Context: an optimization exercise on an open-source flow, tuned for small area. The choices shown serve that exercise and are no tape-out recipe. Function was checked by simulation only, so behaviour that the tests miss may differ from the original. Power and IR drop assume default switching activity. The clock port is modelled as an ideal driver; clocking choices that lean on that would not hold on a real chip.

== oak ==
==> flow/design.v <==
package img_pkg;
  localparam int PIXEL_W    = 4;
  localparam int KERNEL_DIM = 3;
  localparam int WINDOW_W   = KERNEL_DIM * KERNEL_DIM * PIXEL_W;
  function automatic int slot_offset(input int k, input int pw);
    slot_offset = k * pw;
  endfunction
endpackage
module line_buffer #(
  parameter int DEPTH = 253,
  parameter int WIDTH = 4
) (
  input  logic             clk,
  input  logic             en,     
  input  logic             en_n,   
  input  logic             t,      
  input  logic [WIDTH-1:0] din,    
  output logic [WIDTH-1:0] dout    
);
  logic [WIDTH-1:0] q [DEPTH];
  always_ff @(posedge clk) begin
    q[0] <= ~(({WIDTH{en}} & (din ^ {WIDTH{t}})) | ({WIDTH{en_n}} & q[0]));
    for (int k = 1; k < DEPTH; k++) q[k] <= ~(({WIDTH{en}} & q[k-1]) | ({WIDTH{en_n}} & q[k]));
  end
  assign dout = q[DEPTH-1] ^ {WIDTH{t}};
endmodule
module window_generator_3x3 #(
  parameter int PIXEL_W    = img_pkg::PIXEL_W,
  parameter int IMG_WIDTH  = 256,
  parameter int IMG_HEIGHT = 256
) (
  input  logic                                    clk,
  input  logic                                    reset,
  input  logic [PIXEL_W-1:0]                      i_pixel,
  input  logic                                    i_pixel_valid,
  input  logic                                    i_sof,
  output logic [img_pkg::KERNEL_DIM*img_pkg::KERNEL_DIM*PIXEL_W-1:0] o_pixels,
  output logic                                    o_valid,
  output logic                                    o_frame_done
);
  localparam int KD    = img_pkg::KERNEL_DIM;
  localparam int NSLOT = KD * KD;
  localparam int CW    = $clog2(IMG_WIDTH);
  localparam int RW    = $clog2(IMG_HEIGHT);
  localparam logic [CW-1:0] COL_LAST = CW'(IMG_WIDTH - 1);
  localparam logic [RW-1:0] ROW_LAST = RW'(IMG_HEIGHT - 1);
  logic [CW-1:0]      col_cnt;
  logic [RW-1:0]      row_cnt;
  logic               tgl;
  logic [PIXEL_W-1:0] win [NSLOT];
  logic [PIXEL_W-1:0] lb_out [KD-1];
  always_ff @(posedge clk) tgl <= reset && !tgl;
  for (genvar i = 0; i < KD - 1; i++) begin : g_lb
    line_buffer #(.DEPTH(IMG_WIDTH - KD), .WIDTH(PIXEL_W)) u_lb (
      .clk  (clk),
      .en   (i_pixel_valid),
      .en_n (~i_pixel_valid),
      .t    (tgl),
      .din  (win[(i+1)*KD]),
      .dout (lb_out[i])
    );
  end
  always_ff @(posedge clk) win[0] <= win[1];
  always_ff @(posedge clk) begin
    if (i_pixel_valid) begin
      for (int r = 0; r < KD; r++)
        for (int c = 0; c < KD - 1; c++)
          if (r*KD + c != 0) win[r*KD + c] <= win[r*KD + c + 1];
      for (int r = 0; r < KD - 1; r++) win[r*KD + KD - 1] <= lb_out[r];
      win[NSLOT-1] <= i_pixel;
    end
  end
  logic col_ge2, row_ge2, col_last, row_last;
  always_comb begin
    col_ge2  = !i_sof && (col_cnt >= CW'(2));
    row_ge2  = !i_sof && (row_cnt >= RW'(2));
    col_last = !i_sof && (col_cnt == COL_LAST);
    row_last = !i_sof && (row_cnt == ROW_LAST);
  end
  always_ff @(posedge clk) begin
    if (!reset) begin
      col_cnt <= '0;
      row_cnt <= '0;
    end else if (i_pixel_valid) begin
      col_cnt <= i_sof ? CW'(1) : col_cnt + 1'b1;
      row_cnt <= i_sof ? '0 : row_cnt + RW'(col_last);
    end
  end
  always_ff @(posedge clk) begin
    o_valid      <= reset && i_pixel_valid && row_ge2 && col_ge2;
    o_frame_done <= reset && i_pixel_valid && row_last && col_last;
  end
  always_comb begin
    o_pixels = '0;
    for (int k = 0; k < NSLOT; k++) begin
      o_pixels[img_pkg::slot_offset(k, PIXEL_W) +: PIXEL_W] = win[k];
    end
  end
endmodule
==> flow/config.mk <==
export PLATFORM = sky130hd
export DESIGN_NAME = window_generator_3x3
export DESIGN_NICKNAME = window_generator_3x3
export VERILOG_FILES = /design/flow/design.v
export SDC_FILE = /design/flow/constraint.sdc
export NUM_CORES = 4
export LEC_CHECK = 0
export CAP_MARGIN = 20
export CORE_MARGIN = 2
export CORE_UTILIZATION = 75
export CTS_BUF_LIST = sky130_fd_sc_hd__clkbuf_16
export CTS_CLUSTER_DIAMETER = 100
export CTS_CLUSTER_SIZE = 34
export PLACE_DENSITY = 0.85
export SLEW_MARGIN = 20
export SYNTH_HIERARCHICAL = 1
==> flow/constraint.sdc <==
create_clock -name core_clock -period 6.0 [get_ports {clk}]
set_input_delay 1.2000 -clock core_clock [delete_from_list [all_inputs] [get_ports {clk}]]
set_output_delay 1.2000 -clock core_clock [all_outputs]
set_load 0.01 [all_outputs]
standard.sh (not shown) runs the stock make flow with config.mk's settings and CLKGATE_MAP_FILE= SYNTH_SCRIPT=/design/flow/synth_recipe.tcl, a recipe that flattens the netlist after the stock synthesis.
==> flow/flow/run.sh <==
#!/bin/bash
set -euo pipefail
export BUFFER_PORTS_ARGS="-buffer_cell sky130_fd_sc_hd__buf_1"
export CTS_ARGS="-sink_clustering_enable -repair_clock_nets -dont_use_dummy_load -buf_list sky130_fd_sc_hd__clkbuf_16 -sink_clustering_size 34 -sink_clustering_max_diameter 100"
bash standard.sh finish > make.log 2>&1
oak finished all stages; the layout is clean.
> inputs changed (oak -> pine)
--- a/flow/design.v
+++ b/flow/design.v
@@ -48,9 +48,9 @@
   logic [RW-1:0]      row_cnt;
   logic               tgl;
   logic [PIXEL_W-1:0] win [NSLOT];
   logic [PIXEL_W-1:0] lb_out [KD-1];
-  always_ff @(posedge clk) tgl <= reset && !tgl;
+  always_ff @(posedge clk) tgl <= ~tgl;
   for (genvar i = 0; i < KD - 1; i++) begin : g_lb
     line_buffer #(.DEPTH(IMG_WIDTH - KD), .WIDTH(PIXEL_W)) u_lb (
       .clk  (clk),
       .en   (i_pixel_valid),
Findings:
- For buffering overhead, oak and pine come out practically identical.
- The count of TritonRoute iterations in the first routing pass reported for pine is smaller than that of oak by 1.
- Comparing number of logic inverters in the finished layout for oak and pine, the smaller number came from oak.
- Post-detailed-routing wire length is lower on pine
- Compared with oak, non-clock buffer count in pine increased by a few percent.
- pine vs. oak: cell internal power dissipation stayed essentially flat; sequential share of layout area flat; cell area flat; via count increased 170; largest fanout on the critical path increased by 22 relative to the old numbers.
- oak and pine ended up with roughly the same cell area after synthesis.
- pine supports a lower top clock frequency than oak.

* * *

Another version of the RTL of window_generator_3x3 (not shown whole).
Size in the first run: roughly 2100 flip-flops, about 46 I/O pins.
==> module window_generator_3x3, before the edit <==
module window_generator_3x3 #(
  parameter int PIXEL_W    = img_pkg::PIXEL_W,
  parameter int IMG_WIDTH  = 256,
  parameter int IMG_HEIGHT = 256
) (
  input  logic                                    clk,
  input  logic                                    reset,
  input  logic [PIXEL_W-1:0]                      i_pixel,
  input  logic                                    i_pixel_valid,
  input  logic                                    i_sof,
  output logic [img_pkg::KERNEL_DIM*img_pkg::KERNEL_DIM*PIXEL_W-1:0] o_pixels,
  output logic                                    o_valid,
  output logic                                    o_frame_done
);
  localparam int KD    = img_pkg::KERNEL_DIM;
  localparam int NSLOT = KD * KD;
  localparam int CW    = $clog2(IMG_WIDTH);
  localparam int RW    = $clog2(IMG_HEIGHT);
  localparam logic [CW-1:0] COL_LAST = CW'(IMG_WIDTH - 1);
  localparam logic [RW-1:0] ROW_LAST = RW'(IMG_HEIGHT - 1);
  logic [CW-1:0]      col_cnt;
  logic [RW-1:0]      row_cnt;
  logic               tgl;
  logic [PIXEL_W-1:0] win [NSLOT];
  logic [PIXEL_W-1:0] lb_out [KD-1];
  always_ff @(posedge clk) tgl <= ~tgl;
  for (genvar i = 0; i < KD - 1; i++) begin : g_lb
    line_buffer #(.DEPTH(IMG_WIDTH - KD), .WIDTH(PIXEL_W)) u_lb (
      .clk  (clk),
      .en   (i_pixel_valid),
      .en_n (~i_pixel_valid),
      .t    (tgl),
      .din  (win[(i+1)*KD]),
      .dout (lb_out[i])
    );
  end
  always_ff @(posedge clk) begin
    if (i_pixel_valid) begin
      for (int r = 0; r < KD; r++)
        for (int c = 0; c < KD - 1; c++)
          win[r*KD + c] <= win[r*KD + c + 1];
      for (int r = 0; r < KD - 1; r++) win[r*KD + KD - 1] <= lb_out[r];
      win[NSLOT-1] <= i_pixel;
    end
  end
  logic col_ge2, row_ge2, col_last, row_last;
  always_comb begin
    col_ge2  = !i_sof && (col_cnt >= CW'(2));
    row_ge2  = !i_sof && (row_cnt >= RW'(2));
    col_last = !i_sof && (col_cnt == COL_LAST);
    row_last = !i_sof && (row_cnt == ROW_LAST);
  end
  always_ff @(posedge clk) begin
    if (!reset) begin
      col_cnt <= '0;
      row_cnt <= '0;
    end else if (i_pixel_valid) begin
      col_cnt <= i_sof ? CW'(1) : col_cnt + 1'b1;
      row_cnt <= i_sof ? '0 : row_cnt + RW'(col_last);
    end
  end
  always_ff @(posedge clk) begin
    o_valid      <= reset && i_pixel_valid && row_ge2 && col_ge2;
    o_frame_done <= reset && i_pixel_valid && row_last && col_last;
  end
  always_comb begin
    o_pixels = '0;
    for (int k = 0; k < NSLOT; k++) begin
      o_pixels[img_pkg::slot_offset(k, PIXEL_W) +: PIXEL_W] = win[k];
    end
  end
endmodule
==> flow/config.mk <==
export PLATFORM = sky130hd
export DESIGN_NAME = window_generator_3x3
export DESIGN_NICKNAME = window_generator_3x3
export VERILOG_FILES = /design/flow/design.v
export SDC_FILE = /design/flow/constraint.sdc
export NUM_CORES = 4
export LEC_CHECK = 0
export CAP_MARGIN = 20
export CORE_MARGIN = 2
export CORE_UTILIZATION = 65
export CTS_BUF_LIST = sky130_fd_sc_hd__clkbuf_16
export CTS_CLUSTER_DIAMETER = 90
export CTS_CLUSTER_SIZE = 30
export SLEW_MARGIN = 20
export SYNTH_HIERARCHICAL = 1
==> flow/constraint.sdc <==
create_clock -name core_clock -period 6.0 [get_ports {clk}]
set_input_delay 1.2000 -clock core_clock [delete_from_list [all_inputs] [get_ports {clk}]]
set_output_delay 1.2000 -clock core_clock [all_outputs]
set_load 0.01 [all_outputs]
==> flow/flow/run.sh <==
#!/bin/bash
set -euo pipefail
export BUFFER_PORTS_ARGS="-buffer_cell sky130_fd_sc_hd__buf_1"
export CTS_ARGS="-sink_clustering_enable -repair_clock_nets -dont_use_dummy_load -buf_list sky130_fd_sc_hd__clkbuf_16 -sink_clustering_size 32 -sink_clustering_max_diameter 100"
bash standard.sh finish > make.log 2>&1
==> next run, changes <==
--- a/flow/design.v
+++ b/flow/design.v
@@ -61,9 +61,10 @@
     );
   end
+  always_ff @(posedge clk) win[0] <= win[1];
   always_ff @(posedge clk) begin
     if (i_pixel_valid) begin
       for (int r = 0; r < KD; r++)
         for (int c = 0; c < KD - 1; c++)
-          win[r*KD + c] <= win[r*KD + c + 1];
+          if (r*KD + c != 0) win[r*KD + c] <= win[r*KD + c + 1];
       for (int r = 0; r < KD - 1; r++) win[r*KD + KD - 1] <= lb_out[r];
       win[NSLOT-1] <= i_pixel;
Routed wire length drops by 0.67%; maximum frequency drops by 12%; first-iteration DRC count drops by 7.3%; synthesized area hardly moves; design area barely changes; final cell count hardly moves; sequential cell count does not change; non-clock buffer count climbs by 2; sequential power stays flat.

-- re-timing with driven ports --
No port has a modelled driver above. Below, the same layouts with a new extraction and two added sets of constraints.
Step 1: set_driving_cell puts a clkbuf_16 on clk and a buf_2 on each other input, an assumption about the parent block.
Step 2 moves the port delays by t, midway between the first and last clock arrival at a register: inputs arrive t later, outputs are due t later. That takes back most of the time a late clock gives input paths.
Slacks: ideal / step 1 / step 2; pairs: ideal / step 1.
| run | t (ns) | slack for setup (ns) | worst register clock-pin slew, ns |
|---|---|---|---|
| oak | 0.675 | 3.038 / 3.076 / 2.400 | 0.12 / 0.12 |
| pine | 0.692 | 2.919 / 2.927 / 2.236 | 0.12 / 0.12 |
| the first run of note 2 | 0.721 | 3.320 / 3.319 / 2.598 | 0.11 / 0.11 |
| the second run of note 2 | 0.703 | 2.942 / 2.980 / 2.277 | 0.11 / 0.11 |
After both steps every run listed still meets setup and hold. The setup slack of the first run of note 2, which loses most, moves by -0.001 ns with the drivers and by -0.722 ns with both steps.
